Background: an optimization exercise with open tools, aiming at a short achievable clock period and few clock cycles per item. Do not read the settings as production practice.
Where RTL was checked, it was by simulation tests only, not by an equivalence proof against the original.
The RTL of runs 1 to 3 was laid out without a check of its function.
No activity file was given, so power comes from the tool's default toggle rates.

==> design/flow/design.v <==
`default_nettype none
package ep_pkg;
    localparam int DATA_W     = 32;     
    localparam int REG_ADDR_W = 5;      
    localparam int NUM_REGS   = 1 << REG_ADDR_W;
    localparam logic [6:0] FMT_TYPE_MRD32 = 7'b00_00000;   
    localparam logic [6:0] FMT_TYPE_MWR32 = 7'b10_00000;   
    localparam logic [6:0] FMT_TYPE_CPLD  = 7'b10_01010;   
    localparam logic [DATA_W-1:0] ID_REG_VALUE = 32'hE9D0_0001;
    typedef logic [DATA_W-1:0]     tlp_dw_t;
    typedef logic [REG_ADDR_W-1:0] reg_addr_t;
    typedef logic [3:0]            byte_en_t;    
    typedef logic [15:0]           req_id_t;     
endpackage
`default_nettype wire
`default_nettype none
import ep_pkg::*;
module ep_rx_engine (
    input  logic         clk,
    input  logic         rst_n,
    input  logic [31:0]  trn_rd_i,
    input  logic         trn_rsof_n_i,
    input  logic         trn_reof_n_i,
    input  logic         trn_rsrc_rdy_n_i,
    output logic         trn_rdst_rdy_n_o,
    input  logic         stall_i,           
    output logic         rd_go_o,
    output logic [2:0]   rd_tc_o,
    output logic [1:0]   rd_attr_o,
    output logic [15:0]  rd_rid_o,
    output logic [7:0]   rd_tag_o,
    output logic [3:0]   rd_be_o,
    output logic [4:0]   rd_addr_o,
    output logic [NUM_REGS*4-1:0] wr_en_o,
    output logic [31:0]  wr_data_o           
);
    typedef enum logic [2:0] {
        RX_DW0,      
        RX_DW1,      
        RX_DW2,      
        RX_DATA,     
        RX_SKIP      
    } rx_state_e;
    logic [31:0] in_d;
    logic        in_v;
    logic        in_sof;
    logic        in_eof;
    logic        in_mrd;
    logic        in_mwr;
    logic        rdst_n_q;
    always_ff @(posedge clk) begin
        in_d   <= trn_rd_i;
        in_sof <= !trn_rsof_n_i;
        in_eof <= !trn_reof_n_i;
        in_mrd <= (trn_rd_i[30:24] == FMT_TYPE_MRD32) && (trn_rd_i[9:0] == 10'd1);
        in_mwr <= (trn_rd_i[30:24] == FMT_TYPE_MWR32) && (trn_rd_i[9:0] == 10'd1);
        in_v   <= rst_n && !trn_rsrc_rdy_n_i && !rdst_n_q;
    end
    always_ff @(posedge clk) begin
        if (!rst_n)
            rdst_n_q <= 1'b0;
        else
            rdst_n_q <= stall_i;
    end
    assign trn_rdst_rdy_n_o = rdst_n_q;
    rx_state_e  state;
    logic       is_wr_q;
    logic       rd_go_q;
    logic [2:0]  tc_q;
    logic [1:0]  attr_q;
    logic [15:0] rid_q;
    logic [7:0]  tag_q;
    logic [3:0]  be_q;
    logic [4:0]  addr_q;
    logic [NUM_REGS-1:0] wsel_q;
    logic [NUM_REGS*4-1:0] wen_q;
    logic [31:0] wdata_q;
    always_ff @(posedge clk) begin
        if (!rst_n) begin
            state   <= RX_DW0;
            is_wr_q <= 1'b0;
            rd_go_q <= 1'b0;
        end else begin
            rd_go_q <= 1'b0;
            if (in_v) begin
                case (state)
                    RX_DW0: begin
                        if (in_sof && !in_eof) begin
                            if (in_mrd) begin
                                is_wr_q <= 1'b0;
                                state   <= RX_DW1;
                            end else if (in_mwr) begin
                                is_wr_q <= 1'b1;
                                state   <= RX_DW1;
                            end else begin
                                state <= RX_SKIP;
                            end
                        end
                    end
                    RX_DW1: state <= in_eof ? RX_DW0 : RX_DW2;
                    RX_DW2: begin
                        if (in_eof) begin
                            state <= RX_DW0;
                            if (!is_wr_q)
                                rd_go_q <= 1'b1;         
                        end else begin
                            state <= is_wr_q ? RX_DATA : RX_SKIP;
                        end
                    end
                    RX_DATA: state <= in_eof ? RX_DW0 : RX_SKIP;
                    RX_SKIP: if (in_eof) state <= RX_DW0;
                    default: state <= RX_DW0;
                endcase
            end
        end
    end
    always_ff @(posedge clk) begin
        if (in_v) begin
            case (state)
                RX_DW0: begin
                    tc_q   <= in_d[22:20];
                    attr_q <= in_d[13:12];
                end
                RX_DW1: begin
                    rid_q <= in_d[31:16];
                    tag_q <= in_d[15:8];
                    be_q  <= in_d[3:0];      
                end
                RX_DW2: begin
                    addr_q <= in_d[REG_ADDR_W+1:2];
                    for (int i = 0; i < NUM_REGS; i++)
                        wsel_q[i] <= (in_d[REG_ADDR_W+1:2] == i) && (i != 0);
                end
                default: ;
            endcase
        end
    end
    always_ff @(posedge clk) begin
        if (!rst_n) begin
            wen_q <= '0;
        end else begin
            for (int i = 0; i < NUM_REGS; i++)
                for (int b = 0; b < 4; b++)
                    wen_q[4*i+b] <= in_v && (state == RX_DATA) && wsel_q[i] && be_q[b];
        end
        wdata_q <= {in_d[7:0], in_d[15:8], in_d[23:16], in_d[31:24]};
    end
    assign rd_go_o   = rd_go_q;
    assign rd_tc_o   = tc_q;
    assign rd_attr_o = attr_q;
    assign rd_rid_o  = rid_q;
    assign rd_tag_o  = tag_q;
    assign rd_be_o   = be_q;
    assign rd_addr_o = addr_q;
    assign wr_en_o   = wen_q;
    assign wr_data_o = wdata_q;
endmodule
`default_nettype wire
`default_nettype none
import ep_pkg::*;
module ep_mem_access (
    input  logic                  clk,
    input  logic                  rst_n,
    input  logic [NUM_REGS*4-1:0] wr_en_i,
    input  logic [31:0]           wr_data_i,    
    input  logic [4:0]            rd_addr_i,
    output logic [4*32-1:0]       rd_grp_o      
);
    logic [31:0] regs [1:NUM_REGS-1];
    logic [31:0] words [NUM_REGS];
    logic        rst_q;
    logic [31:0] rd_grp_q [4];
    always_ff @(posedge clk)
        rst_q <= rst_n;
    always_ff @(posedge clk) begin
        for (int i = 1; i < NUM_REGS; i++) begin
            for (int b = 0; b < 4; b++) begin
                if (!rst_q)
                    regs[i][8*b +: 8] <= '0;
                else if (wr_en_i[4*i+b])
                    regs[i][8*b +: 8] <= wr_data_i[8*b +: 8];
            end
        end
    end
    always_comb begin
        words[0] = ID_REG_VALUE;
        for (int i = 1; i < NUM_REGS; i++)
            words[i] = regs[i];
    end
    always_ff @(posedge clk) begin
        for (int g = 0; g < 4; g++)
            rd_grp_q[g] <= words[{g[1:0], rd_addr_i[2:0]}];
    end
    always_comb begin
        for (int g = 0; g < 4; g++)
            rd_grp_o[32*g +: 32] = rd_grp_q[g];
    end
endmodule
`default_nettype wire
`default_nettype none
import ep_pkg::*;
module ep_tx_engine (
    input  logic         clk,
    input  logic         rst_n,
    output logic [31:0]  trn_td_o,
    output logic         trn_tsof_n_o,
    output logic         trn_teof_n_o,
    output logic         trn_tsrc_rdy_n_o,
    input  logic         trn_tdst_rdy_n_i,
    input  logic [15:0]  cfg_completer_id_i,
    input  logic         rd_go_i,
    input  logic [2:0]   rd_tc_i,
    input  logic [1:0]   rd_attr_i,
    input  logic [15:0]  rd_rid_i,
    input  logic [7:0]   rd_tag_i,
    input  logic [3:0]   rd_be_i,
    input  logic [4:0]   rd_addr_i,
    output logic         stall_o,
    input  logic [4*32-1:0] rd_grp_i
);
    localparam int QD      = 8;      
    localparam int QW      = 3;
    localparam int STALL_AT = 6;     
    logic [15:0] cfg_q;
    always_ff @(posedge clk)
        cfg_q <= cfg_completer_id_i;
    logic [1:0]  lo_idx;
    logic [1:0]  hi_idx;
    logic [11:0] byte_cnt;
    logic [6:0]  lower_addr;
    always_comb begin
        casez (rd_be_i)
            4'b???1: lo_idx = 2'd0;
            4'b??10: lo_idx = 2'd1;
            4'b?100: lo_idx = 2'd2;
            4'b1000: lo_idx = 2'd3;
            default: lo_idx = 2'd0;
        endcase
        casez (rd_be_i)
            4'b1???: hi_idx = 2'd3;
            4'b01??: hi_idx = 2'd2;
            4'b001?: hi_idx = 2'd1;
            default: hi_idx = 2'd0;
        endcase
    end
    assign byte_cnt   = (rd_be_i == 4'b0000) ? 12'd1 :
                        {10'd0, hi_idx} - {10'd0, lo_idx} + 12'd1;
    assign lower_addr = {rd_addr_i, 2'b00} + {5'd0, lo_idx};
    logic        s1_v;
    logic [31:0] s1_b0;
    logic [31:0] s1_b1;
    logic [31:0] s1_b2;
    logic [1:0]  s1_grp;
    logic [3:0]  s1_be;
    always_ff @(posedge clk) begin
        if (!rst_n)
            s1_v <= 1'b0;
        else
            s1_v <= rd_go_i;
        s1_b0  <= {1'b0, FMT_TYPE_CPLD, 1'b0, rd_tc_i, 4'b0000,
                   1'b0, 1'b0, rd_attr_i, 2'b00, 10'd1};
        s1_b1  <= {cfg_q, 3'b000, 1'b0, byte_cnt};      
        s1_b2  <= {rd_rid_i, rd_tag_i, 1'b0, lower_addr};
        s1_grp <= rd_addr_i[4:3];
        s1_be  <= rd_be_i;
    end
    logic [31:0] word;
    logic [31:0] masked;
    assign word   = rd_grp_i[32*s1_grp +: 32];
    assign masked = word & {{8{s1_be[3]}}, {8{s1_be[2]}}, {8{s1_be[1]}}, {8{s1_be[0]}}};
    logic         s2_v;
    logic [127:0] s2_cpl;
    always_ff @(posedge clk) begin
        if (!rst_n)
            s2_v <= 1'b0;
        else
            s2_v <= s1_v;
        s2_cpl <= {s1_b0, s1_b1, s1_b2,
                   masked[7:0], masked[15:8], masked[23:16], masked[31:24]};
    end
    logic [127:0] q_mem [QD];
    logic [QW:0]  wptr;
    logic [QW:0]  rptr;
    logic [QW:0]  credits;
    logic         q_empty;
    logic [127:0] head;
    logic         head_v;
    logic         pop;
    logic         refill;
    logic [QW:0]  credits_nxt;
    assign q_empty     = (wptr == rptr);
    assign credits_nxt = credits + {{QW{1'b0}}, rd_go_i} - {{QW{1'b0}}, refill};
    assign stall_o     = (credits_nxt >= STALL_AT);    
    assign refill  = !head_v && !q_empty;
    always_ff @(posedge clk) begin
        if (s2_v)
            q_mem[wptr[QW-1:0]] <= s2_cpl;
        if (refill)
            head <= q_mem[rptr[QW-1:0]];
    end
    always_ff @(posedge clk) begin
        if (!rst_n) begin
            wptr    <= '0;
            rptr    <= '0;
            credits <= '0;
            head_v  <= 1'b0;
        end else begin
            if (s2_v)
                wptr <= wptr + 1'b1;
            if (refill)
                rptr <= rptr + 1'b1;
            credits <= credits_nxt;
            if (refill)
                head_v <= 1'b1;
            else if (pop)
                head_v <= 1'b0;
        end
    end
    logic [95:0] cur;
    logic [1:0]  idx;
    logic        mid;
    logic        adv;
    logic [31:0] cur_beat;
    assign mid = !trn_tsrc_rdy_n_o && trn_teof_n_o;
    assign adv = trn_tsrc_rdy_n_o || !trn_tdst_rdy_n_i;
    assign pop = adv && !mid && head_v;
    always_comb begin
        case (idx)
            2'd1:    cur_beat = cur[95:64];
            2'd2:    cur_beat = cur[63:32];
            default: cur_beat = cur[31:0];
        endcase
    end
    always_ff @(posedge clk) begin
        if (!rst_n) begin
            trn_tsrc_rdy_n_o <= 1'b1;
            trn_tsof_n_o     <= 1'b1;
            trn_teof_n_o     <= 1'b1;
            idx              <= 2'd1;
        end else if (adv) begin
            if (mid) begin
                trn_tsof_n_o <= 1'b1;
                trn_teof_n_o <= (idx != 2'd3);
                idx          <= idx + 2'd1;
            end else if (head_v) begin
                trn_tsrc_rdy_n_o <= 1'b0;
                trn_tsof_n_o     <= 1'b0;
                trn_teof_n_o     <= 1'b1;
                idx              <= 2'd1;
            end else begin
                trn_tsrc_rdy_n_o <= 1'b1;
                trn_tsof_n_o     <= 1'b1;
                trn_teof_n_o     <= 1'b1;
            end
        end
    end
    always_ff @(posedge clk) begin
        if (adv)
            trn_td_o <= mid ? cur_beat : head[127:96];
        if (!mid)
            cur <= head[95:0];
    end
endmodule
`default_nettype wire
`default_nettype none
import ep_pkg::*;
module ep_top (
    input  logic    clk,
    input  logic    rst_n,
    input  logic [31:0] trn_rd_i,
    input  logic    trn_rsof_n_i,
    input  logic    trn_reof_n_i,
    input  logic    trn_rsrc_rdy_n_i,
    output logic         trn_rdst_rdy_n_o,
    output logic [31:0]      trn_td_o,
    output logic         trn_tsof_n_o,
    output logic         trn_teof_n_o,
    output logic         trn_tsrc_rdy_n_o,
    input  logic    trn_tdst_rdy_n_i,
    input  logic [15:0] cfg_completer_id_i
);
    logic                  stall;
    logic                  rd_go;
    logic [2:0]            rd_tc;
    logic [1:0]            rd_attr;
    logic [15:0]           rd_rid;
    logic [7:0]            rd_tag;
    logic [3:0]            rd_be;
    logic [4:0]            rd_addr;
    logic [NUM_REGS*4-1:0] wr_en;
    logic [31:0]           wr_data;
    logic [4*32-1:0]       rd_grp;
    ep_rx_engine i_rx (
        .clk              (clk),
        .rst_n            (rst_n),
        .trn_rd_i         (trn_rd_i),
        .trn_rsof_n_i     (trn_rsof_n_i),
        .trn_reof_n_i     (trn_reof_n_i),
        .trn_rsrc_rdy_n_i (trn_rsrc_rdy_n_i),
        .trn_rdst_rdy_n_o (trn_rdst_rdy_n_o),
        .stall_i          (stall),
        .rd_go_o          (rd_go),
        .rd_tc_o          (rd_tc),
        .rd_attr_o        (rd_attr),
        .rd_rid_o         (rd_rid),
        .rd_tag_o         (rd_tag),
        .rd_be_o          (rd_be),
        .rd_addr_o        (rd_addr),
        .wr_en_o          (wr_en),
        .wr_data_o        (wr_data)
    );
    ep_mem_access i_mem (
        .clk       (clk),
        .rst_n     (rst_n),
        .wr_en_i   (wr_en),
        .wr_data_i (wr_data),
        .rd_addr_i (rd_addr),
        .rd_grp_o  (rd_grp)
    );
    ep_tx_engine i_tx (
        .clk                (clk),
        .rst_n              (rst_n),
        .trn_td_o           (trn_td_o),
        .trn_tsof_n_o       (trn_tsof_n_o),
        .trn_teof_n_o       (trn_teof_n_o),
        .trn_tsrc_rdy_n_o   (trn_tsrc_rdy_n_o),
        .trn_tdst_rdy_n_i   (trn_tdst_rdy_n_i),
        .cfg_completer_id_i (cfg_completer_id_i),
        .rd_go_i            (rd_go),
        .rd_tc_i            (rd_tc),
        .rd_attr_i          (rd_attr),
        .rd_rid_i           (rd_rid),
        .rd_tag_i           (rd_tag),
        .rd_be_i            (rd_be),
        .rd_addr_i          (rd_addr),
        .stall_o            (stall),
        .rd_grp_i           (rd_grp)
    );
endmodule
`default_nettype wire
==> design/flow/run.sh <==
#!/bin/bash
# synth_recipe.tcl (not shown) runs the flow's synth.tcl, then flattens the netlist and writes it again
# the make line also repeats each setting of config.mk as NAME=value (left out here)
make -C /OpenROAD-flow-scripts/flow DESIGN_CONFIG=/design/flow/config.mk WORK_HOME=/design/flow/orfs CLKGATE_MAP_FILE= SYNTH_SCRIPT=/design/flow/synth_recipe.tcl finish
==> design/flow/config.mk <==
export PLATFORM = sky130hd
export DESIGN_NAME = ep_top
export DESIGN_NICKNAME = ep_top
export VERILOG_FILES = /design/flow/design.v
export SDC_FILE = /design/flow/constraint.sdc
export NUM_CORES = 4
export LEC_CHECK = 0
export CAP_MARGIN = 20
export CORE_MARGIN = 2
export CORE_UTILIZATION = 40
export SLEW_MARGIN = 20
==> design/flow/constraint.sdc <==
create_clock -name core_clock -period 4.0 [get_ports {clk}]
set_input_delay 0.8000 -clock core_clock [delete_from_list [all_inputs] [get_ports {clk}]]
set_output_delay 0.8000 -clock core_clock [all_outputs]
set_load 0.01 [all_outputs]
==> results of run 1 <==
==> state kept, by name (all words and copies together) (netlist names), 4 cells and up <==
name            flops
i_mem.rd_grp_q    128
i_rx.wdata_q       32
i_tx.s1_b2         30
i_rx.addr_q         5
i_rx.wsel_q        31
i_tx.cfg_q         16
i_tx.rptr           4
i_rx.tag_q          8
i_rx.rid_q         16
i_tx.head          90
i_tx.s1_b0          5
i_tx.s2_cpl        90
i_tx.q_mem        720
i_tx.trn_td_o      32
i_mem.regs        992
i_rx.wen_q        124
i_tx.cur           85
i_rx.be_q           4
i_tx.s1_be          4
i_tx.wptr           4
i_tx.credits        4
i_rx.in_d          32
i_tx.s1_b1         22
==> power by group through the flow <==
stage / Sequential, mW / Clock, mW / Combinational [mW]
2_1_floorplan: 27.8 / 0 / 1.94
3_3_place_gp: 28.0 / 0 / 2.60
3_5_place_dp: 28.0 / 0 / 2.63
4_1_cts: 27.4 / 24.2 / 2.64
5_1_grt: 27.5 / 25.2 / 2.78
6_report: 27.4 / 23.7 / 2.59
==> synthesized netlist by cell type (65+ instances only) <==
cell / instances / share of area
a21oi_1: 104 / 0.0055
mux2i_1: 1137 / 0.12
a221oi_1: 65 / 0.0060
and3_1: 137 / 0.0090
edfxtp_1: 996 / 0.32
nor2_1: 276 / 0.011
o2bb2ai_1: 66 / 0.0061
buf_2: 65 / 0.0034
mux4_2: 235 / 0.056
nor2b_1: 1030 / 0.068
a22o_1: 69 / 0.0064
dfxtp_1: 1508 / 0.32
clkbuf_1: 432 / 0.017
mux2_2: 114 / 0.014
nand2_1: 84 / 0.0033
==> per-layer routing <==
layer | vias up | part of all wire | GRT usage
li1 | 24410 | - | -
met3 | 372 | 0.055 | 0.03175
met2 | 1367 | 0.46 | 0.3206
met1 | 27070 | 0.46 | 0.2851
met5 | - | 0.000085 | 0
met4 | 4 | 0.026 | 0.05802
==> cell type report <==
cell class	instances	area [um2]	share of cell area
Sequential cell	2504	60120	0.5606
Multi-Input combinational cell	3741	32270	0.3010
Clock buffer	357	7187	0.06702
Tap cell	3150	3941	0.03675
Timing Repair Buffer	225	2375	0.02214
Clock inverter	94	1210	0.01128
Inverter	25	103.9	0.0009684
Antenna cell	11	27.53	0.0002567
==> cell families (layout without fill, tap and decap cells) <==
group	count (synthesis)	after routing	share of synthesized area
flops	2504	2504	0.6336
simple gates	1673	1673	0.1007
mux	1509	1509	0.1921
buf+inv	606	701	0.02778
compound gates	535	535	0.04284
fa+ha+maj	15	15	0.002137
xor+xnor	9	9	0.0008310
other cells	0	11	0
==> stage by stage <==
step	area (um2)	std cells	total power [mW]
floorplan	94900	6851	29.74
global placement	98810	9645	30.59
CTS	107200	10100	54.25
detailed placement	98810	9645	30.63
global route	107200	10100	55.49
finish	107200	10110	53.75
==> how the worst max path moves through the flow <==
stage / slack [ns] / from / endpoint / depth (start not counted)
floorplan: -0.97 / i_tx.wptr[2] / i_tx.q_mem[4][0] / 3
global placement: 1.02 / i_rx.addr_q[0] / i_mem.rd_grp_q[1][30] / 5
detailed placement: 0.95 / i_rx.addr_q[0] / i_mem.rd_grp_q[1][30] / 5
CTS: 0.91 / i_rx.addr_q[0] / i_mem.rd_grp_q[1][30] / 5
global route: 0.80 / i_rx.addr_q[0] / i_mem.rd_grp_q[1][31] / 5
finish: 0.87 / i_rx.addr_q[0] / i_mem.rd_grp_q[1][30] / 5
==> notes.md, run 1 <==
status timing/DRC/antenna clean; Num Clock Sinks 2,504; die height 490.9 um; Via Count 53.23k; Final WS setup between 0.8 and 0.9 ns; Worst-Skew Late Latency 0.89 ns; worst-margin pin slew 1.226 ns; total of max-cap violations 0; Die Width just under 500 um; Final Hold Fails 0; CP Launch Type flip-flop; CP required 4.82 ns; pin count of the biggest net entering global routing around 180; kind of critical path flip-flop to flip-flop; core area approximately 0.24 mm2; slowest CP cell nor2_2; Seq/Total Area, Yosys 0.6336; vias in the first global route 53.40k; Slew HR 0.1824; Post-synth EDFFs approximately 1,000; Initial Utilization 0.4029; DRC errors left 0; Resized Gates After CTS 0; area growth from synthesis to layout 13.07%; DR vias/cell 5.266; delay-heaviest family, CP simple AND/OR/NAND/NOR gates; Syn Area/Cell about 14 um2; final setup fails 0; LEAKAGE 34.94 nW; first-pass GRT wire length 366,200 um; synthesized cell area 0.09484 mm2; Mapped Nets a little under 7k; TritonRoute pass-1 iters 5; I/O Buffers 89; Post-Place Setup Slack between 0.9 and 1 ns; Final Critical Period 3.131 ns; total CTS buffers around 240; Hold WS 0.3124 ns; hpwl dp 146,000 um; # nets final 6,804; Sw Ratio 0.2166; power share of the clock group 0.441; Synth Instances slightly below 7k; Buf+Inv Stages, Crit Path 1; hold endpoint i_tx.s2_cpl[65]; worst path arrival time 3.96 ns; RSZ-0062 raised after global routing false; Critical Path Max Stage Delay 0.80 ns; NetSw 11.64 mW; Yosys warning total 6; Max Clock Freq between 300 and 400 MHz; Int Pwr 42.10 mW; post-synth cell types 68; setup TNS 0 ns; Hold Crit Depth 0; total setup buffers inserted after CTS 0; # IOs 90; GPL Wtd Cong 0.8020; Max rail drop VDD about 0.4 mV; Synth Register Bits 2,504; most frequent cells in the layout 1,499 x dfxtp_1, 1,137 x mux2i_1, 1,025 x nor2b_1; post-DR wirelength/cell 24.59 um; CTS max path bufs 3; CTS tree yes; Tcrit/Tclk final 0.7827; pwr dens 501.2 mW/mm2; combinational power share 0.048; Reg power frac 0.510; Fin Clk Skew about 0.033 ns; Reg2Reg Depth 5; commonest non-fill, non-tap cell in the layout dfxtp_1; global-route usage over all layers 0.2019; Worst R2R End i_mem.rd_grp_q[1][30]; crit-path cells nand2_1, nor2_2, buf_4, a22o_1, o32a_1; CP Capture Type flip-flop; num rows 178; initial antenna violation count 15; critical path peak fanout 16; top_reg_cell synth dfxtp_1; asr flop ratio synth 0; H-tree depth 4; Fillers about 20k; CTS clk-pin slew, worst paths 0.07 ns; Hold Startpoint i_tx.s1_b1[1]; HP Class flip-flop to flip-flop; die area 0.2410 mm2; root cell of the clock tree clkbuf_16; layout cell share with drive strength beyond 1 0.1359; post-route ant nets 0; total wire length between 200,000 and 250,000 um; hold buffer count at cts 0; Max Slew Vio Count 0; total gr overflow 0; flop-to-flop setup slack 0.87 ns; final core occ 0.4555; initial DRC count 4,363; Reg2Reg Launch Point i_rx.addr_q[0]
==> inputs of run 2 (changes only) <==
--- a/design/flow/config.mk
+++ b/design/flow/config.mk
@@ -7,2 +7,3 @@
 export LEC_CHECK = 0
+export ABC_CLOCK_PERIOD_IN_PS = 1800
 export CAP_MARGIN = 20
@@ -10,2 +11,3 @@
 export CORE_UTILIZATION = 40
+export SETUP_SLACK_MARGIN = 2.2
 export SLEW_MARGIN = 20
==> run 2 against run 1 <==
  * Highest routed layer unchanged
  * Core utilization increased by 3.8 points
  * Setup slack improved by 0.85 ns
  * Final cell count increased by 3.8%
  * Wire length increased by 18%
  * Sequential share of layout area decreased by 4.3 points
  * Still clean on timing, DRC and antenna
  * First-iteration DRC count increased by 29%
  * Final area increased by 8.4%
  * Largest cell class unchanged
  * Area after synthesis unchanged
  * Clock skew decreased by 0.0018 ns
  * Critical path type is now flip-flop to output port
  * Combinational power increased by 64%
  * Synthesized cell count unchanged
  * Non-clock buffer count increased by 360
==> notes.md, run 2 <==
layout cell share with drive strength beyond 1 0.2261 (+0.09022); setup TNS 0 ns (unchanged); post-synth top area cell dfxtp_1; Max Slew Vio Count 0 (unchanged); DR vias/cell 5.476 (+4.0%); Max rail drop VDD 0.4478 mV (+11%); crit-path cells buf_2; Final Hold Fails 0 (unchanged); critical path peak fanout 1 (-15); Hold Startpoint i_tx.s1_b2[24]; Buf+Inv Stages, Crit Path 1 (unchanged); top_reg_cell synth dfxtp_1; first-pass GRT wire length 413,100 um (+13%); CTS tree yes; I/O Buffers 89 (unchanged); Worst R2R End i_mem.rd_grp_q[1][15]; initial antenna violation count 26 (+11); CP Capture Type output port; placed cells 9,648 (+0.031%); TritonRoute pass-1 iters 7 (+2); total wire length 293,400 um (+18%); asr flop ratio synth 0 (unchanged); Yosys warning total 6 (unchanged); max FFs per register 992 (unchanged); core area 0.2354 mm2 (unchanged); commonest non-fill, non-tap cell in the layout dfxtp_1; final setup fails 0 (unchanged); global-route usage over all layers 0.2344 (+0.03248); Post-Place Setup Slack 1.250 ns (+0.2960 ns); Non-Filler Instances 10.49k (+3.8%); LEAKAGE 38.78 nW (+11%); CTS clk-pin slew, worst paths 0.07 ns (about the same); Syn Area/Cell 13.84 um2 (unchanged); Via Count 57.44k (+7.9%); num rows 178 (unchanged); Hold Crit Depth 0 (unchanged); Max Clock Freq 438.2 MHz (+37%); delay-heaviest family, CP flip-flops; worst path arrival time 1.48 ns (-2.48 ns); Die Width 490.9 um (unchanged); Fin Clk Skew 0.03146 ns (-0.001842 ns); Critical Path Max Stage Delay 0.43 ns (-0.37 ns); H-tree depth 4 (unchanged); root cell of the clock tree clkbuf_16; pwr dens 475.2 mW/mm2 (-5.2%); synth cell count leaders 1,508 x dfxtp_1, 1,137 x mux2i_1, 1,030 x nor2b_1; HP Class flip-flop to flip-flop; flop-to-flop setup slack 1.80 ns (+0.93 ns); post-route ant nets 0 (unchanged); # IOs 90 (unchanged); RSZ-0062 raised after global routing true; DRC errors left 0 (unchanged); total power 55.22 mW (+2.7%); post-DR wirelength/cell 27.97 um (+14%); vias in the first global route 56.24k (+5.3%); initial DRC count 5,616 (+29%); Tcrit/Tclk final 0.5705 (-0.2123); Post-synth EDFFs 996 (unchanged); Slew HR 0.3694 (+0.1871); Final WS setup 1.718 ns (+0.8491 ns); status timing/DRC/antenna clean; Worst-Skew Late Latency 0.90 ns (about the same); hpwl dp 146,000 um (about the same); synthesized cell area 0.09484 mm2 (unchanged); kind of critical path flip-flop to output port; count leader, synth dfxtp_1; Reg2Reg Launch Point i_rx.addr_q[1]; # nets final 7,173 (+5.4%); top-area cell type share of the netlist area 0.3183 (unchanged); worst-margin pin slew 0.9459 ns (-0.2806 ns); Num Clock Sinks 2,504 (unchanged); Synth Register Bits 2,504 (unchanged); Synth Instances 6,851 (unchanged); total of max-cap violations 0 (unchanged); total gr overflow 0 (unchanged); pin count of the biggest net entering global routing 127 (-30%); hold endpoint i_tx.s2_cpl[56]; Final Cell Area 0.1162 mm2 (+8.4%); Reg2Reg Depth 9 (+4); area growth from synthesis to layout 22.51%; Final Critical Period 2.282 ns (-0.8491 ns); Biggest register i_mem.regs; top post-synthesis cells by area dfxtp_1 32%, edfxtp_1 32%, mux2i_1 12%, nor2b_1 6.8%, mux4_2 5.6%; Area after DPL 0.09874 mm2 (about the same); Initial Utilization 0.4029 (unchanged); Mapped Nets 6,920 (unchanged); GPL Wtd Cong 0.7961 (-0.74%); total CTS buffers 239 (+0.42%); slowest CP cell edfxtp_1; most frequent cells in the layout 1,486 x dfxtp_1, 1,122 x mux2i_1, 1,021 x nor2b_1; Seq/Total Area, Yosys 0.6336 (unchanged); die height 490.9 um (unchanged); die area 0.2410 mm2 (unchanged); CP Launch Type flip-flop; CTS max path bufs 3 (unchanged); post-synth cell types 68 (unchanged); CP required 3.20 ns (-1.62 ns)
[run 2: worst max-delay path by stage]
stage,start,endpoint,cells past startpoint,slack [ns]
floorplan,i_tx.rptr[0],i_rx.rdst_n_q,11,0.06
global placement,i_tx.rptr[2],i_rx.rdst_n_q,9,1.27
detailed placement,i_tx.rptr[1],i_tx.head[9],4,1.25
CTS,i_tx.trn_td_o[12],trn_td_o[12],1,1.64
global route,i_tx.trn_td_o[12],trn_td_o[12],1,1.66
finish,i_tx.trn_td_o[12],trn_td_o[12],1,1.72
[run 2: cells by family after synthesis]
family | count (synthesis) | synth area share
buffers and inverters | 606 | 0.02778
AOI/OAI and AO/OA | 535 | 0.04284
DFF | 2504 | 0.6336
and+or+nand+nor | 1673 | 0.1007
xor gates and xnor gates | 9 | 0.0008310
muxes | 1509 | 0.1921
adders and majority gates | 15 | 0.002137
[run 2: layer usage]
layer / vias up / wire length, um / global-route usage
li1: 25270 / - / -
met1: 29280 / 125700 / 0.3209
met2: 2313 / 135100 / 0.3736
met3: 566 / 20320 / 0.03653
met4: 6 / 12250 / 0.09078
met5: - / 40 / 0
[run 2: cell type report]
class / instances / area (um2)
sequential: 2504 / 60150
timing repair buffer: 585 / 9051
clock inverter: 130 / 1491
antenna: 20 / 50.05
tap: 3150 / 3941
timing repair inverter: 3 / 26.28
clock buffer: 326 / 6743
inverter: 25 / 160.2
multi-input combinational: 3746 / 34580
fill: 19720 / 119200
[run 2: what timing repair did]
item | in CTS | in global routing
pin swaps | 111 | 127
buffers inserted | 208 | 41
endpoints found under the setup margin | 821 | 671
hold buffers | 0 | 0
gates cloned | 101 | 15
resized for setup | 792 | 249
[run 2: report_power, final]
part | internal, mW | total [mW] | switching, mW
sequential | 27.1 | 27.4 | 0.377
combinational | 2.25 | 4.26 | 2.01
clock | 13.4 | 23.5 | 10.1
total | 42.7 | 55.2 | 12.5
[run 2: metrics by stage]
step,hold slack (ns),utilization
global route,0.3077,0.4934
CTS,0.2908,0.4856
floorplan,0.3096,-
global placement,0.3100,0.4195
detailed placement,0.3121,0.4195
finish,0.3175,0.4936
==> inputs of run 3 (changes only) <==
--- a/design/flow/design.v
+++ b/design/flow/design.v
@@ -33,2 +33,3 @@
     output logic [4:0]   rd_addr_o,
+    output logic [NUM_REGS-1:0] rd_sel_o,     
     output logic [NUM_REGS*4-1:0] wr_en_o,
@@ -75,2 +76,3 @@
     logic [NUM_REGS-1:0] wsel_q;
+    logic [NUM_REGS-1:0] rsel_q;
     logic [NUM_REGS*4-1:0] wen_q;
@@ -130,4 +132,6 @@
                     addr_q <= in_d[REG_ADDR_W+1:2];
-                    for (int i = 0; i < NUM_REGS; i++)
+                    for (int i = 0; i < NUM_REGS; i++) begin
+                        rsel_q[i] <= (in_d[REG_ADDR_W+1:2] == i);
                         wsel_q[i] <= (in_d[REG_ADDR_W+1:2] == i) && (i != 0);
+                    end
                 end
@@ -154,2 +158,3 @@
     assign rd_addr_o = addr_q;
+    assign rd_sel_o  = rsel_q;
     assign wr_en_o   = wen_q;
@@ -165,3 +170,3 @@
     input  logic [31:0]           wr_data_i,    
-    input  logic [4:0]            rd_addr_i,
+    input  logic [NUM_REGS-1:0]   rd_sel_i,     
     output logic [4*32-1:0]       rd_grp_o      
@@ -190,4 +195,9 @@
     always_ff @(posedge clk) begin
-        for (int g = 0; g < 4; g++)
-            rd_grp_q[g] <= words[{g[1:0], rd_addr_i[2:0]}];
+        for (int g = 0; g < 4; g++) begin
+            logic [31:0] acc;
+            acc = '0;
+            for (int k = 0; k < 8; k++)
+                acc = acc | (words[8*g+k] & {32{rd_sel_i[8*g+k]}});
+            rd_grp_q[g] <= acc;
+        end
     end
@@ -220,5 +230,6 @@
 );
-    localparam int QD      = 8;      
-    localparam int QW      = 3;
-    localparam int STALL_AT = 6;     
+    localparam int QD       = 4;     
+    localparam int QW       = 2;
+    localparam int STALL_AT = 3;     
+    localparam int EW       = 71;    
     logic [15:0] cfg_q;
@@ -228,3 +239,3 @@
     logic [1:0]  hi_idx;
-    logic [11:0] byte_cnt;
+    logic [2:0]  byte_cnt;
     logic [6:0]  lower_addr;
@@ -245,10 +256,7 @@
     end
-    assign byte_cnt   = (rd_be_i == 4'b0000) ? 12'd1 :
-                        {10'd0, hi_idx} - {10'd0, lo_idx} + 12'd1;
+    assign byte_cnt   = (rd_be_i == 4'b0000) ? 3'd1 :
+                        {1'b0, hi_idx} - {1'b0, lo_idx} + 3'd1;
     assign lower_addr = {rd_addr_i, 2'b00} + {5'd0, lo_idx};
     logic        s1_v;
-    logic [31:0] s1_b0;
-    logic [31:0] s1_b1;
-    logic [31:0] s1_b2;
-    logic [1:0]  s1_grp;
+    logic [38:0] s1_hdr;      
     logic [3:0]  s1_be;
@@ -259,7 +267,3 @@
             s1_v <= rd_go_i;
-        s1_b0  <= {1'b0, FMT_TYPE_CPLD, 1'b0, rd_tc_i, 4'b0000,
-                   1'b0, 1'b0, rd_attr_i, 2'b00, 10'd1};
-        s1_b1  <= {cfg_q, 3'b000, 1'b0, byte_cnt};      
-        s1_b2  <= {rd_rid_i, rd_tag_i, 1'b0, lower_addr};
-        s1_grp <= rd_addr_i[4:3];
+        s1_hdr <= {rd_tc_i, rd_attr_i, byte_cnt, rd_rid_i, rd_tag_i, lower_addr};
         s1_be  <= rd_be_i;
@@ -268,6 +272,6 @@
     logic [31:0] masked;
-    assign word   = rd_grp_i[32*s1_grp +: 32];
+    assign word   = rd_grp_i[31:0] | rd_grp_i[63:32] | rd_grp_i[95:64] | rd_grp_i[127:96];
     assign masked = word & {{8{s1_be[3]}}, {8{s1_be[2]}}, {8{s1_be[1]}}, {8{s1_be[0]}}};
-    logic         s2_v;
-    logic [127:0] s2_cpl;
+    logic          s2_v;
+    logic [EW-1:0] s2_cpl;
     always_ff @(posedge clk) begin
@@ -277,19 +281,18 @@
             s2_v <= s1_v;
-        s2_cpl <= {s1_b0, s1_b1, s1_b2,
-                   masked[7:0], masked[15:8], masked[23:16], masked[31:24]};
+        s2_cpl <= {s1_hdr, masked[7:0], masked[15:8], masked[23:16], masked[31:24]};
     end
-    logic [127:0] q_mem [QD];
-    logic [QW:0]  wptr;
-    logic [QW:0]  rptr;
-    logic [QW:0]  credits;
-    logic         q_empty;
-    logic [127:0] head;
-    logic         head_v;
-    logic         pop;
-    logic         refill;
-    logic [QW:0]  credits_nxt;
+    logic [EW-1:0] q_mem [QD];
+    logic [QW:0]   wptr;
+    logic [QW:0]   rptr;
+    logic [QW:0]   credits;
+    logic [QW:0]   credits_nxt;
+    logic          q_empty;
+    logic [EW-1:0] head;
+    logic          head_v;
+    logic          pop;
+    logic          refill;
     assign q_empty     = (wptr == rptr);
+    assign refill      = !head_v && !q_empty;
     assign credits_nxt = credits + {{QW{1'b0}}, rd_go_i} - {{QW{1'b0}}, refill};
     assign stall_o     = (credits_nxt >= STALL_AT);    
-    assign refill  = !head_v && !q_empty;
     always_ff @(posedge clk) begin
@@ -318,3 +321,3 @@
     end
-    logic [95:0] cur;
+    logic [65:0] cur;         
     logic [1:0]  idx;
@@ -322,2 +325,3 @@
     logic        adv;
+    logic [31:0] head_beat0;
     logic [31:0] cur_beat;
@@ -326,6 +330,8 @@
     assign pop = adv && !mid && head_v;
+    assign head_beat0 = {1'b0, FMT_TYPE_CPLD, 1'b0, head[70:68], 4'b0000,
+                         1'b0, 1'b0, head[67:66], 2'b00, 10'd1};
     always_comb begin
         case (idx)
-            2'd1:    cur_beat = cur[95:64];
-            2'd2:    cur_beat = cur[63:32];
+            2'd1:    cur_beat = {cfg_q, 3'b000, 1'b0, 9'd0, cur[65:63]};    
+            2'd2:    cur_beat = {cur[62:39], 1'b0, cur[38:32]};
             default: cur_beat = cur[31:0];
@@ -358,5 +364,5 @@
         if (adv)
-            trn_td_o <= mid ? cur_beat : head[127:96];
+            trn_td_o <= mid ? cur_beat : head_beat0;
         if (!mid)
-            cur <= head[95:0];
+            cur <= head[65:0];
     end
@@ -389,2 +395,3 @@
     logic [4:0]            rd_addr;
+    logic [NUM_REGS-1:0]   rd_sel;
     logic [NUM_REGS*4-1:0] wr_en;
@@ -408,2 +415,3 @@
         .rd_addr_o        (rd_addr),
+        .rd_sel_o         (rd_sel),
         .wr_en_o          (wr_en),
@@ -416,3 +424,3 @@
         .wr_data_i (wr_data),
-        .rd_addr_i (rd_addr),
+        .rd_sel_i  (rd_sel),
         .rd_grp_o  (rd_grp)
==> run 3 against run 2 <==
  * First-iteration DRC count down 42%
  * Final area fell by 29%
  * Final cell count is 23% lower
  * Sequential share of layout area increased by 3.0 points
  * Critical endpoint is now trn_td_o[16]
==> notes.md, run 3 <==
max FFs per register 992 (unchanged); setup TNS 0 ns (unchanged); Max Slew Vio Count 0 (unchanged); worst-margin pin slew 0.9329 ns (-0.01293 ns); crit-path cells buf_2; Syn Area/Cell 12.81 um2 (-7.4%); initial DRC count 3,274 (-42%); Sw Ratio 0.2180 (-0.008243); Biggest register i_mem.regs; Final Critical Period 2.246 ns (-0.03608 ns); DR vias/cell 5.247 (-4.2%); Num Clock Sinks 1,990 (-21%); RSZ-0062 raised after global routing true; CTS tree yes; LEAKAGE 26.23 nW (-32%); Reg power frac 0.511 (+0.014); total of max-cap violations 0 (unchanged); Post-synth EDFFs 523 (-47%); Slew HR 0.3780 (+0.008621); CTS clk-pin slew, worst paths 0.06 ns (about the same); count leader, synth dfxtp_1; first-pass GRT wire length 278,200 um (-33%); pin count of the biggest net entering global routing 148 (+17%); slowest CP cell edfxtp_1; # nets final 5,634 (-21%); Post-Place Setup Slack 1.116 ns (-0.1348 ns); pwr dens 509.9 mW/mm2 (+7.3%); global-route usage over all layers 0.1981 (-0.03623); Reg2Reg Depth 10 (+1); Final Hold Fails 0 (unchanged); Worst-Skew Late Latency 0.84 ns (-0.06 ns); area growth from synthesis to layout 13.83%; delay-heaviest family, CP flip-flops; asr flop ratio synth 0 (unchanged); Max Clock Freq 445.3 MHz (+1.6%); Max rail drop VDD 0.4894 mV (+9.3%); hold buffer count at cts 0 (unchanged); Buf+Inv Stages, Crit Path 1 (unchanged); Setup crit end trn_td_o[16]; post-synth top area cell dfxtp_1; Fillers 16.08k (-18%); Fin Clk Skew 0.04852 ns (+0.01706 ns); placed cells 7,687 (-20%); Non-Filler Instances 8,109 (-23%); Synth Instances 5,644 (-18%); post-synthesis adder-cell area fraction 0.002526 (+0.0003888); CTS max path bufs 3 (unchanged); initial antenna violation count 9 (-65%); root cell of the clock tree clkbuf_16; top post-synthesis cells by area dfxtp_1 41%, edfxtp_1 22%, mux2i_1 14%, nor2b_1 8.6%, a22oi_1 4.8%; CP Launch Type flip-flop; top_reg_cell synth dfxtp_1; largest family of logic cells by synthesized area multiplexers; total CTS buffers 195 (-18%); total gr overflow 0 (unchanged); instance count on the critical path 1 (unchanged); Post-Synth Simple-Gate Area 0.1189 (+0.01823); H-tree depth 4 (unchanged); die height 429.2 um (-13%); I/O Buffers 89 (unchanged); Mapped Nets 5,712 (-17%); Tcrit/Tclk final 0.5614 (-0.009020); status timing/DRC/antenna clean; Synth Register Bits 1,990 (-21%); GPL Wtd Cong 0.7702 (-3.3%); flop-to-flop setup slack 1.87 ns (+0.07 ns); combinational power share 0.045 (-0.032); synth cell count leaders 1,467 x dfxtp_1, 994 x nor2b_1, 993 x mux2i_1; Yosys warning total 6 (unchanged); Initial Utilization 0.4014 (-0.001465); post-synth cell types 61 (-10%); power share of the clock group 0.444 (+0.018); CP Capture Type output port; synthesized cell area 0.07232 mm2 (-24%); kind of critical path flip-flop to output port; Worst Setup SP i_tx.trn_td_o[16]; Reg2Reg Launch Point i_tx.wptr[0]; Worst R2R End i_rx.rdst_n_q; vias in the first global route 41.94k (-25%); CP required 3.20 ns (about the same); top-area cell type share of the netlist area 0.4061 (+0.08778); DRC errors left 0 (unchanged); Final WS setup 1.754 ns (+0.03608 ns); final setup fails 0 (unchanged); num rows 156 (-12%); Die Width 429.2 um (-13%); worst path arrival time 1.45 ns (-0.03 ns); core area 0.1802 mm2 (-23%); final core occ 0.4569 (-0.03666); # IOs 90 (unchanged); hpwl dp 109,300 um (-25%); die area 0.1842 mm2 (-24%); commonest non-fill, non-tap cell in the layout dfxtp_1; Critical Path Max Stage Delay 0.44 ns (about the same); most frequent cells in the layout 1,451 x dfxtp_1, 993 x mux2i_1, 993 x nor2b_1; HP Class flip-flop to flip-flop; post-route ant nets 0 (unchanged); total wire length 186,800 um (-36%); Int Pwr 32.82 mW (-23%); layout cell share with drive strength beyond 1 0.1104 (-0.1158); xor/xnor share of the synthesized area 0.001194 (+0.0003626); critical path peak fanout 1 (unchanged); post-synthesis mux area share 0.1595 (-0.03252); TritonRoute pass-1 iters 8 (+1); Via Count 42.55k (-26%); post-DR wirelength/cell 23.03 um (-18%); Seq/Total Area, Yosys 0.6232 (-0.01040); Synth Area in Compound Gates 0.06398 (+0.02114); NetSw 9.151 mW (-27%)
==> run 3: cell types whose count changed in the layout (fill, tap and decap cells not counted), sizes merged, moves of 94 or more <==
cell	change
mux2i	-144
mux2	-137
nand4	+94
nor2	-179
edfxtp	-473
a22oi	+407
buf	-318
mux4	-164
==> run 3: area by class of cell <==
type	count	area, um2	share of cell area
antenna	3	7.507	0.00009119
clock buffer	280	5595	0.06797
clock inverter	87	1007	0.01224
inverter	17	90.09	0.001094
multi-input combinational	3122	25280	0.3071
sequential	1990	45110	0.5479
tap	2370	2965	0.03602
timing repair buffer	240	2266	0.02753
==> run 3: logic make-up after synthesis <==
group | count (synthesis)
flip-flops | 1990
AND/OR/NAND/NOR | 1422
adder cells (fa/ha/maj) | 14
multiplexers | 1064
XOR/XNOR | 9
buffers and inverters | 541
AO/OA/AOI/OAI | 604
==> run 3: how the worst min path moves through the flow <==
stage,start,end,slack [ns],depth (start not counted)
final,i_tx.s1_hdr[19],i_tx.s2_cpl[51],0.31,0
after global routing,i_tx.s1_hdr[19],i_tx.s2_cpl[51],0.32,0
after CTS,i_tx.s1_hdr[19],i_tx.s2_cpl[51],0.31,0
after detailed placement,i_tx.s1_hdr[22],i_tx.s2_cpl[54],0.31,0
after global placement,i_tx.s1_hdr[5],i_tx.s2_cpl[37],0.31,0
after floorplan,i_rx.in_d[7],i_rx.wdata_q[31],0.31,0
==> run 3: power groups by stage <==
stage	Combinational [mW]	Sequential (mW)	Clock (mW)
2_1_floorplan	1.18	21.8	0
3_3_place_gp	1.71	21.9	0
3_5_place_dp	1.72	21.9	0
4_1_cts	1.84	21.5	19.1
5_1_grt	2.03	21.5	19.8
6_report	1.88	21.5	18.6
==> run 3: per-stage QoR <==
| stage | hold WS [ns] | total power [mW] | instance area [um2] |
|---|---|---|---|
| final | 0.3063 | 41.97 | 82320 |
| after global placement | 0.3113 | 23.62 | 75090 |
| after detailed placement | 0.3121 | 23.63 | 75090 |
| after CTS | 0.3056 | 42.36 | 82070 |
| after global routing | 0.3155 | 43.35 | 82310 |
| after floorplan | 0.3096 | 22.96 | 72410 |
==> run 3: layer usage <==
layer / global-route usage / vias to the layer above / wire [um]
met4: 0.05497 / 0 / 4658
li1: - / 19980 / -
met1: 0.2709 / 21300 / 84770
met5: 0 / - / 0
met2: 0.3270 / 1008 / 88540
met3: 0.02921 / 254 / 8787
==> run 3: timing repair <==
item                                    in CTS  in global routing
endpoints found under the setup margin     889                169
cloned                                      11                  1
pin swaps                                    9                  5
endpoints found under the hold margin        0                  0
resized for setup                          192                 17
buffers inserted                            24                 16
==> inputs of run 4 (changes only) <==
--- a/design/flow/design.v
+++ b/design/flow/design.v
@@ -33,5 +33,5 @@
     output logic [4:0]   rd_addr_o,
-    output logic [NUM_REGS-1:0] rd_sel_o,     
+    output logic [NUM_REGS-1:0] rd_sel_o,   
     output logic [NUM_REGS*4-1:0] wr_en_o,
-    output logic [31:0]  wr_data_o           
+    output logic [31:0]  wr_data_o          
 );
@@ -75,6 +75,4 @@
     logic [4:0]  addr_q;
-    logic [NUM_REGS-1:0] wsel_q;
     logic [NUM_REGS-1:0] rsel_q;
-    logic [NUM_REGS*4-1:0] wen_q;
-    logic [31:0] wdata_q;
+    logic [NUM_REGS-1:0] wsel_q;
     always_ff @(posedge clk) begin
@@ -141,2 +139,12 @@
     end
+    assign rd_go_o   = rd_go_q;
+    assign rd_tc_o   = tc_q;
+    assign rd_attr_o = attr_q;
+    assign rd_rid_o  = rid_q;
+    assign rd_tag_o  = tag_q;
+    assign rd_be_o   = be_q;
+    assign rd_addr_o = addr_q;
+    assign rd_sel_o  = rsel_q;
+    logic [NUM_REGS*4-1:0] wen_q;
+    logic [31:0]           wdata_q;
     always_ff @(posedge clk) begin
@@ -151,10 +159,2 @@
     end
-    assign rd_go_o   = rd_go_q;
-    assign rd_tc_o   = tc_q;
-    assign rd_attr_o = attr_q;
-    assign rd_rid_o  = rid_q;
-    assign rd_tag_o  = tag_q;
-    assign rd_be_o   = be_q;
-    assign rd_addr_o = addr_q;
-    assign rd_sel_o  = rsel_q;
     assign wr_en_o   = wen_q;
@@ -166,8 +166,8 @@
 module ep_mem_access (
-    input  logic                  clk,
-    input  logic                  rst_n,
-    input  logic [NUM_REGS*4-1:0] wr_en_i,
-    input  logic [31:0]           wr_data_i,    
-    input  logic [NUM_REGS-1:0]   rd_sel_i,     
-    output logic [4*32-1:0]       rd_grp_o      
+    input  logic                clk,
+    input  logic                rst_n,
+    input  logic [NUM_REGS*4-1:0] wr_en_i,    
+    input  logic [31:0]         wr_data_i,    
+    input  logic [NUM_REGS-1:0] rd_sel_i,     
+    output logic [4*32-1:0]     rd_grp_o      
 );
@@ -176,3 +176,2 @@
     logic        rst_q;
-    logic [31:0] rd_grp_q [4];
     always_ff @(posedge clk)
@@ -194,2 +193,3 @@
     end
+    logic [31:0] rd_grp_q [4];
     always_ff @(posedge clk) begin
@@ -232,7 +232,4 @@
     localparam int QW       = 2;
-    localparam int STALL_AT = 3;     
+    localparam int STALL_AT = 4;     
     localparam int EW       = 71;    
-    logic [15:0] cfg_q;
-    always_ff @(posedge clk)
-        cfg_q <= cfg_completer_id_i;
     logic [1:0]  lo_idx;
@@ -241,2 +238,3 @@
     logic [6:0]  lower_addr;
+    logic [31:0] masked;
     always_comb begin
@@ -262,2 +260,3 @@
     logic [3:0]  s1_be;
+    logic [31:0] word;
     always_ff @(posedge clk) begin
@@ -270,15 +269,4 @@
     end
-    logic [31:0] word;
-    logic [31:0] masked;
     assign word   = rd_grp_i[31:0] | rd_grp_i[63:32] | rd_grp_i[95:64] | rd_grp_i[127:96];
     assign masked = word & {{8{s1_be[3]}}, {8{s1_be[2]}}, {8{s1_be[1]}}, {8{s1_be[0]}}};
-    logic          s2_v;
-    logic [EW-1:0] s2_cpl;
-    always_ff @(posedge clk) begin
-        if (!rst_n)
-            s2_v <= 1'b0;
-        else
-            s2_v <= s1_v;
-        s2_cpl <= {s1_hdr, masked[7:0], masked[15:8], masked[23:16], masked[31:24]};
-    end
     logic [EW-1:0] q_mem [QD];
@@ -288,16 +276,13 @@
     logic [QW:0]   credits_nxt;
-    logic          q_empty;
-    logic [EW-1:0] head;
     logic          head_v;
+    logic [EW-1:0] head;
     logic          pop;
-    logic          refill;
-    assign q_empty     = (wptr == rptr);
-    assign refill      = !head_v && !q_empty;
-    assign credits_nxt = credits + {{QW{1'b0}}, rd_go_i} - {{QW{1'b0}}, refill};
+    logic          pop_q;     
+    assign head_v      = (wptr != rptr);
+    assign head        = q_mem[rptr[QW-1:0]];
+    assign credits_nxt = credits + {{QW{1'b0}}, rd_go_i} - {{QW{1'b0}}, pop_q};
     assign stall_o     = (credits_nxt >= STALL_AT);    
     always_ff @(posedge clk) begin
-        if (s2_v)
-            q_mem[wptr[QW-1:0]] <= s2_cpl;
-        if (refill)
-            head <= q_mem[rptr[QW-1:0]];
+        if (s1_v)
+            q_mem[wptr[QW-1:0]] <= {s1_hdr, masked[7:0], masked[15:8], masked[23:16], masked[31:24]};
     end
@@ -308,13 +293,10 @@
             credits <= '0;
-            head_v  <= 1'b0;
+            pop_q   <= 1'b0;
         end else begin
-            if (s2_v)
+            pop_q   <= pop;
+            if (s1_v)
                 wptr <= wptr + 1'b1;
-            if (refill)
+            if (pop)
                 rptr <= rptr + 1'b1;
             credits <= credits_nxt;
-            if (refill)
-                head_v <= 1'b1;
-            else if (pop)
-                head_v <= 1'b0;
         end
@@ -327,2 +309,4 @@
     logic [31:0] cur_beat;
+    logic [31:0] td_nxt;
+    logic [31:0] td_hold;     
     assign mid = !trn_tsrc_rdy_n_o && trn_teof_n_o;
@@ -334,3 +318,3 @@
         case (idx)
-            2'd1:    cur_beat = {cfg_q, 3'b000, 1'b0, 9'd0, cur[65:63]};    
+            2'd1:    cur_beat = {cfg_completer_id_i, 3'b000, 1'b0, 9'd0, cur[65:63]};  
             2'd2:    cur_beat = {cur[62:39], 1'b0, cur[38:32]};
@@ -339,2 +323,3 @@
     end
+    assign td_nxt = mid ? cur_beat : head_beat0;
     always_ff @(posedge clk) begin
@@ -363,4 +348,4 @@
     always_ff @(posedge clk) begin
-        if (adv)
-            trn_td_o <= mid ? cur_beat : head_beat0;
+        trn_td_o <= adv ? td_nxt : td_hold;
+        td_hold  <= adv ? td_nxt : trn_td_o;
         if (!mid)
--- a/design/flow/config.mk
+++ b/design/flow/config.mk
@@ -10,3 +10,5 @@
 export CORE_MARGIN = 2
-export CORE_UTILIZATION = 40
+export CORE_UTILIZATION = 60
+export CTS_CLUSTER_DIAMETER = 80
+export CTS_CLUSTER_SIZE = 28
 export SETUP_SLACK_MARGIN = 2.2
==> run 4 against run 3 <==
  * Combinational power decreased by 5%
  * Critical path depth is the same
  * First-iteration DRC count increased by 18%
  * Non-clock buffer count grew 28
  * Sequential power down 7%
  * Hold slack improved by 0.042 ns
  * Sequential share of layout area grew 1.2 points
  * Final area shrank 9.7%
  * Critical endpoint is now trn_rdst_rdy_n_o
  * Largest cell class unchanged
  * Highest routed layer unchanged
==> notes.md, run 4 <==
Final Critical Period 1.981 ns (-0.2652 ns); post-synth cell types 71 (+16%); Num Clock Sinks 1,864 (-6.3%); Initial Utilization 0.6058 (+0.2044); Fin Clk Skew 0.02993 ns (-0.01859 ns); DRC errors left 0 (unchanged); Non-Filler Instances 6,955 (-14%); Reg2Reg Launch Point i_rx.rsel_q[9]; Reg2Reg Depth 3 (-7); Synth Instances 5,566 (-1.4%); max FFs per register 992 (unchanged); NetSw 7.007 mW (-23%); CP Launch Type flip-flop; top_reg_cell synth dfxtp_1; H-tree depth 3 (-1); Final Hold Fails 0 (unchanged); instance count on the critical path 1 (unchanged); GPL Wtd Cong 0.7855 (+2.0%); area growth from synthesis to layout 7.014%; RSZ-0062 raised after global routing true; root cell of the clock tree clkbuf_16; die area 0.1185 mm2 (-36%); setup TNS 0 ns (unchanged); Seq/Total Area, Yosys 0.5978 (-0.02548); count leader, synth dfxtp_1; post-DR wirelength/cell 25.22 um (+9.5%); slowest CP cell dfxtp_4; # nets final 5,464 (-3.0%); kind of critical path flip-flop to output port; core area 0.1147 mm2 (-36%); total wire length 175,400 um (-6.1%); initial antenna violation count 4 (-5); vias in the first global route 39.55k (-5.7%); CP Capture Type output port; total of max-cap violations 0 (unchanged); Yosys warning total 6 (unchanged); DR vias/cell 5.890 (+12%); Setup crit end trn_rdst_rdy_n_o; commonest non-fill, non-tap cell in the layout dfxtp_1; Hold WS 0.3483 ns (+0.04205 ns); critical path peak fanout 2 (+1); Post-synth EDFFs 420 (-20%); first-pass GRT wire length 258,600 um (-7.0%); total CTS buffers 78 (-60%); layout cell share with drive strength beyond 1 0.09266 (-0.01769); Max Slew Vio Count 0 (unchanged); Buf+Inv Stages, Crit Path 1 (unchanged); status timing/DRC/antenna clean; CTS tree yes; Int Pwr 24.27 mW (-26%); placed cells 6,754 (-12%); TritonRoute pass-1 iters 6 (-2); Worst-Skew Late Latency 0.70 ns (-0.14 ns); synthesized cell area 0.06946 mm2 (-4.0%); initial DRC count 3,873 (+18%); delay-heaviest family, CP flip-flops; Worst Setup SP i_tx.credits[2]; post-route ant nets 0 (unchanged); synth cell count leaders 1,444 x dfxtp_1, 998 x nor2b_1, 995 x mux2i_1; worst path arrival time 1.18 ns (-0.27 ns); Max Clock Freq 504.9 MHz (+13%); CTS clk-pin slew, worst paths 0.11 ns (+0.05 ns); Via Count 40.96k (-3.7%); CTS max path bufs 3 (unchanged); asr flop ratio synth 0 (unchanged); HP Class flip-flop to flip-flop; Worst R2R End i_mem.rd_grp_q[1][10]; top post-synthesis cells by area dfxtp_1 42%, edfxtp_1 18%, mux2i_1 14%, nor2b_1 9.0%, a22oi_1 4.9%; Tcrit/Tclk final 0.4951 (-0.06631); crit-path cells buf_6; num rows 124 (-21%); Area after DPL 0.07096 mm2 (-5.5%); LEAKAGE 23.83 nW (-9.1%); final setup fails 0 (unchanged); Synth Register Bits 1,864 (-6.3%); most frequent cells in the layout 1,395 x dfxtp_1, 996 x nor2b_1, 995 x mux2i_1; pwr dens 420.7 mW/mm2 (-17%); Final WS setup 2.020 ns (+0.2652 ns); Post-Place Setup Slack 0.8078 ns (-0.3078 ns); CP required 3.20 ns (about the same); Syn Area/Cell 12.48 um2 (-2.6%); worst-margin pin slew 0.8932 ns (-0.03975 ns); combinational power share 0.057 (+0.012); Slew HR 0.4045 (+0.02650); die height 344.2 um (-20%); flop-to-flop setup slack 2.23 ns (+0.36 ns); Die Width 344.2 um (-20%); global-route usage over all layers 0.2901 (+0.09193); # IOs 90 (unchanged); power share of the clock group 0.307 (-0.137); hpwl dp 103,800 um (-5.1%); Final Cell Area 0.07433 mm2 (-9.7%); Critical Path Max Stage Delay 0.38 ns (-0.06 ns); Biggest register i_mem.regs; Mapped Nets 5,634 (-1.4%); top-area cell type share of the netlist area 0.4162 (+0.01010); Reg power frac 0.636 (+0.125); I/O Buffers 89 (unchanged); Sw Ratio 0.2241 (+0.006038); post-synth top area cell dfxtp_1; pin count of the biggest net entering global routing 199 (+34%); total gr overflow 0 (unchanged); Max rail drop VDD 0.3645 mV (-26%)
## run 4: through the flow
stage / util / total power, mW
5_1_grt: 0.6482 / 32.28
6_report: 0.6483 / 31.27
2_1_floorplan: - / 21.25
3_5_place_dp: 0.6189 / 21.89
4_1_cts: 0.6448 / 31.47
3_3_place_gp: 0.6183 / 21.88
## run 4: what timing repair did
action                     CTS  global route
cloned                      12             5
pin swaps                    6             3
setup endpoints to repair  578           415
resized for setup          244            28
setup buffers               35            22
hold buffers                 0             0
## run 4: routing by layer
layer	wire length, um	global-route usage	vias up
met5	0	0	-
met3	9321	0.04167	172
met2	82100	0.4737	980
li1	-	-	19390
met1	80110	0.4097	20420
met4	3861	0.07002	0
## run 4: power by group through the flow
stage	Sequential (mW)	Combinational, mW	Clock (mW)
6_report	19.9	1.78	9.61
5_1_grt	19.9	1.90	10.4
4_1_cts	19.9	1.76	9.82
3_5_place_dp	20.3	1.54	0
3_3_place_gp	20.4	1.53	0
2_1_floorplan	20.1	1.12	0
## run 4: kinds of logic after synthesis
group           after synthesis  synth area share
fa+ha+maj                    14          0.002630
simple gates               1442            0.1261
mux                        1066            0.1662
buf+inv                     545           0.03563
compound gates              625           0.07041
xor+xnor                     10          0.001261
flops                      1864            0.5978
## run 4: area by class of cell
| class | count | area [um2] |
|---|---|---|
| diodes | 4 | 10.01 |
| clock buffers | 110 | 2145 |
| clock inverters | 13 | 118.9 |
| fillers | 8862 | 40320 |
| inverters | 19 | 91.34 |
| multi-input cells | 3164 | 25680 |
| flip-flops and latches | 1864 | 41600 |
| well taps | 1512 | 1892 |
| repair buffers | 268 | 2790 |
| repair inverters | 1 | 7.507 |
## run 4: how the worst min path moves through the flow
| stage | from | cells past startpoint | to | slack [ns] |
|---|---|---|---|---|
| after global routing | i_rx.rid_q[6] | 0 | i_tx.s1_hdr[21] | 0.35 |
| after global placement | i_rx.tag_q[7] | 0 | i_tx.s1_hdr[14] | 0.32 |
| after floorplan | i_rx.in_d[7] | 0 | i_rx.wdata_q[31] | 0.31 |
| after CTS | i_rx.in_d[31] | 0 | i_rx.wdata_q[7] | 0.35 |
| after detailed placement | i_rx.addr_q[0] | 0 | i_tx.s1_hdr[2] | 0.33 |
| final | i_rx.in_d[31] | 0 | i_rx.wdata_q[7] | 0.35 |
Testbench counts of run 4, summed over its fixed seeds: cycles 16,914, tlps 4,800.
==> inputs of run 5 (changes only) <==
--- a/design/flow/config.mk
+++ b/design/flow/config.mk
@@ -10,5 +10,3 @@
 export CORE_MARGIN = 2
-export CORE_UTILIZATION = 60
-export CTS_CLUSTER_DIAMETER = 80
-export CTS_CLUSTER_SIZE = 28
+export CORE_UTILIZATION = 40
 export SETUP_SLACK_MARGIN = 2.2
==> run 5 against run 4 <==
  * Largest cell class unchanged
  * Area after synthesis did not move
  * Final cell count rose by 15%
  * Sequential share of layout area fell by 3.6 points
  * Register-to-register slack barely moved
  * Non-clock buffer count rose by 13
  * Sequential power barely moved
  * Via count rose by 2.3%
  * Clock power rose by 87%
  * Clock-buffer cell count rose by 151
==> notes.md, run 5 <==
Synth Instances 5,566 (unchanged); post-route ant nets 0 (unchanged); most frequent cells in the layout 1,398 x dfxtp_1, 997 x nor2b_1, 995 x mux2i_1; Buf+Inv Stages, Crit Path 1 (unchanged); pin count of the biggest net entering global routing 165 (-17%); final core occ 0.4613 (-0.1870); Max rail drop VDD 0.3781 mV (+3.7%); Syn Area/Cell 12.48 um2 (unchanged); DRC errors left 0 (unchanged); synthesized cell area 0.06946 mm2 (unchanged); die height 420.7 um (+22%); Worst-Skew Late Latency 0.83 ns (+0.13 ns); status timing/DRC/antenna clean; global-route usage over all layers 0.2061 (-0.08399); top_reg_cell synth dfxtp_1; asr flop ratio synth 0 (unchanged); total gr overflow 0 (unchanged); max FFs per register 992 (unchanged); layout cell share with drive strength beyond 1 0.1258 (+0.03313); Die Width 420.7 um (+22%); Num Clock Sinks 1,864 (unchanged); root cell of the clock tree clkbuf_16; initial antenna violation count 6 (+2); Final Hold Fails 0 (unchanged); CP required 3.20 ns (about the same); hpwl dp 108,800 um (+4.9%); GPL Wtd Cong 0.7655 (-2.5%); largest family of logic cells by synthesized area multiplexers; Fin Clk Skew 0.03125 ns (+0.001320 ns); H-tree depth 4 (+1); top post-synthesis cells by area dfxtp_1 42%, edfxtp_1 18%, mux2i_1 14%, nor2b_1 9.0%, a22oi_1 4.9%; Slew HR 0.4058 (+0.001242); pwr dens 500.2 mW/mm2 (+19%); total of max-cap violations 0 (unchanged); TritonRoute pass-1 iters 6 (unchanged); CTS tree yes; final setup fails 0 (unchanged); xor/xnor share of the synthesized area 0.001261 (unchanged); Mapped Nets 5,634 (unchanged); setup TNS 0 ns (unchanged); Post-Synth Simple-Gate Area 0.1261 (unchanged); # nets final 5,583 (+2.2%); Max Clock Freq 478.1 MHz (-5.3%); CP Launch Type flip-flop; top-area cell type share of the netlist area 0.4162 (unchanged); Via Count 41.91k (+2.3%); commonest non-fill, non-tap cell in the layout dfxtp_1; post-synthesis mux area share 0.1662 (unchanged); RSZ-0062 raised after global routing true; Synth Register Bits 1,864 (unchanged); delay-heaviest family, CP flip-flops; die area 0.1770 mm2 (+49%); total wire length 185,000 um (+5.5%); DR vias/cell 5.249 (-11%); synth cell count leaders 1,444 x dfxtp_1, 998 x nor2b_1, 995 x mux2i_1; num rows 152 (+23%); vias in the first global route 41.59k (+5.1%); LEAKAGE 25.87 nW (+8.5%); Max Slew Vio Count 0 (unchanged); worst-margin pin slew 0.8913 ns (-0.001863 ns); post-synth cell types 71 (unchanged); worst path arrival time 1.29 ns (+0.11 ns); Tcrit/Tclk final 0.5229 (+0.02777); post-synthesis adder-cell area fraction 0.002630 (unchanged); CP Capture Type output port; Synth Area in Compound Gates 0.07041 (unchanged); area growth from synthesis to layout 14.31%; I/O Buffers 89 (unchanged); Critical Path Max Stage Delay 0.36 ns (-0.02 ns); total CTS buffers 184 (+140%); # IOs 90 (unchanged); post-synth top area cell dfxtp_1; kind of critical path flip-flop to output port; Yosys warning total 6 (unchanged); HP Class input pin to flip-flop; count leader, synth dfxtp_1; CTS clk-pin slew, worst paths 0.06 ns (-0.05 ns); post-DR wirelength/cell 23.18 um (-8.1%); Fillers 15.28k (+72%); critical path peak fanout 2 (unchanged); Seq/Total Area, Yosys 0.5978 (unchanged); first-pass GRT wire length 275,000 um (+6.4%); CTS max path bufs 3 (unchanged); initial DRC count 2,969 (-23%); slowest CP cell dfxtp_2; Biggest register i_mem.regs; core area 0.1721 mm2 (+50%); crit-path cells buf_6; Initial Utilization 0.4036 (-0.2022); Post-synth EDFFs 420 (unchanged); Final Critical Period 2.092 ns (+0.1111 ns)
==> run 5: stage by stage <==
step	worst slack, ns	power [mW]	instances	hold WS (ns)	area [um2]
after CTS	1.836	40.04	7967	0.3263	79210
after global placement	1.153	21.91	7555	0.3181	71900
after detailed placement	1.117	21.92	7557	0.3121	71950
after floorplan	1.552	21.25	5566	0.3096	69530
final	1.908	39.72	7983	0.2626	79400
after global routing	1.845	41.02	7978	0.2408	79390
==> run 5: worst paths after layout <==
path | slack, ns | end | startpoint | depth (start not counted)
setup / recovery | 1.91 | trn_td_o[20] | i_tx.trn_td_o[20] | 1
hold / removal | 0.26 | i_mem.rst_q | rst_n | 1
setup reg to reg | 2.24 | i_rx.rsel_q[22] | i_rx.state[2] | 4
hold reg to reg | 0.33 | i_rx.wdata_q[31] | i_rx.in_d[7] | 0
==> run 5: power breakdown <==
group / switching [mW] / total (mW) / internal, mW
Combinational: 0.981 / 1.83 / 0.851
Clock: 7.50 / 18.0 / 10.5
Sequential: 0.284 / 19.9 / 19.6
==> run 5: cells by family after synthesis <==
kind of cell	Yosys count
compound gates	625
xor+xnor	10
fa+ha+maj	14
buf+inv	545
flops	1864
mux	1066
simple gates	1442
==> run 5: repair_timing <==
action	in CTS	in global routing
pin swaps	6	6
endpoints found under the setup margin	582	590
hold buffers	0	0
cloned	8	1
resized for setup	239	21
buffers inserted	63	10
==> run 5: metal layers <==
metal / vias to the layer above / GRT usage / part of all wire / wire length [um]
met5: - / 0 / 0.000038 / 7
met3: 256 / 0.03541 / 0.053 / 9761
met1: 20890 / 0.2773 / 0.45 / 84040
met2: 1002 / 0.3403 / 0.47 / 86800
li1: 19760 / - / - / -
met4: 2 / 0.05856 / 0.024 / 4426
==> run 5: cell type report <==
type,instances,area (um2),share of cell area
Antenna cell,5,12.51,0.0001576
Inverter,19,83.83,0.001056
Tap cell,2310,2890,0.03640
Clock buffer,261,5301,0.06677
Timing Repair Buffer,281,2730,0.03438
Multi-Input combinational cell,3164,25680,0.3234
Sequential cell,1864,41590,0.5238
Clock inverter,78,1104,0.01390
Timing Repair inverter,1,7.507,0.00009455

-- separate check: timing with driven ports --
The results above use ideal ports. As a check the final layouts listed here were re-extracted and re-timed, cells and wires unchanged. Step 1, drivers: a clkbuf_16 drives clk and a buf_2 each remaining input, both assumed. Step 2 times the ports against the registers' clock, not the clock port: input delays grow and output delays shrink by t, the midpoint of the rising clock arrivals with the driver on. Slacks: ideal / step 1 / step 2; pairs: ideal / step 1.
run | shift t [ns] | setup WS [ns] | cell pins on the clock port's net
run 1 | 0.965 | 0.869 / 0.869 / 0.869 | 1
run 2 | 0.976 | 1.718 / 1.624 / 1.224 | 1
run 3 | 0.907 | 1.754 / 1.665 / 1.445 | 1
run 4 | 0.754 | 2.020 / 1.949 / 1.569 | 1
run 5 | 0.901 | 1.908 / 1.820 / 1.562 | 1
After both steps setup and hold are still met in every run listed. For run 2, which loses most, drivers alone change the setup slack by -0.094 ns; drivers and shift together by -0.494 ns.
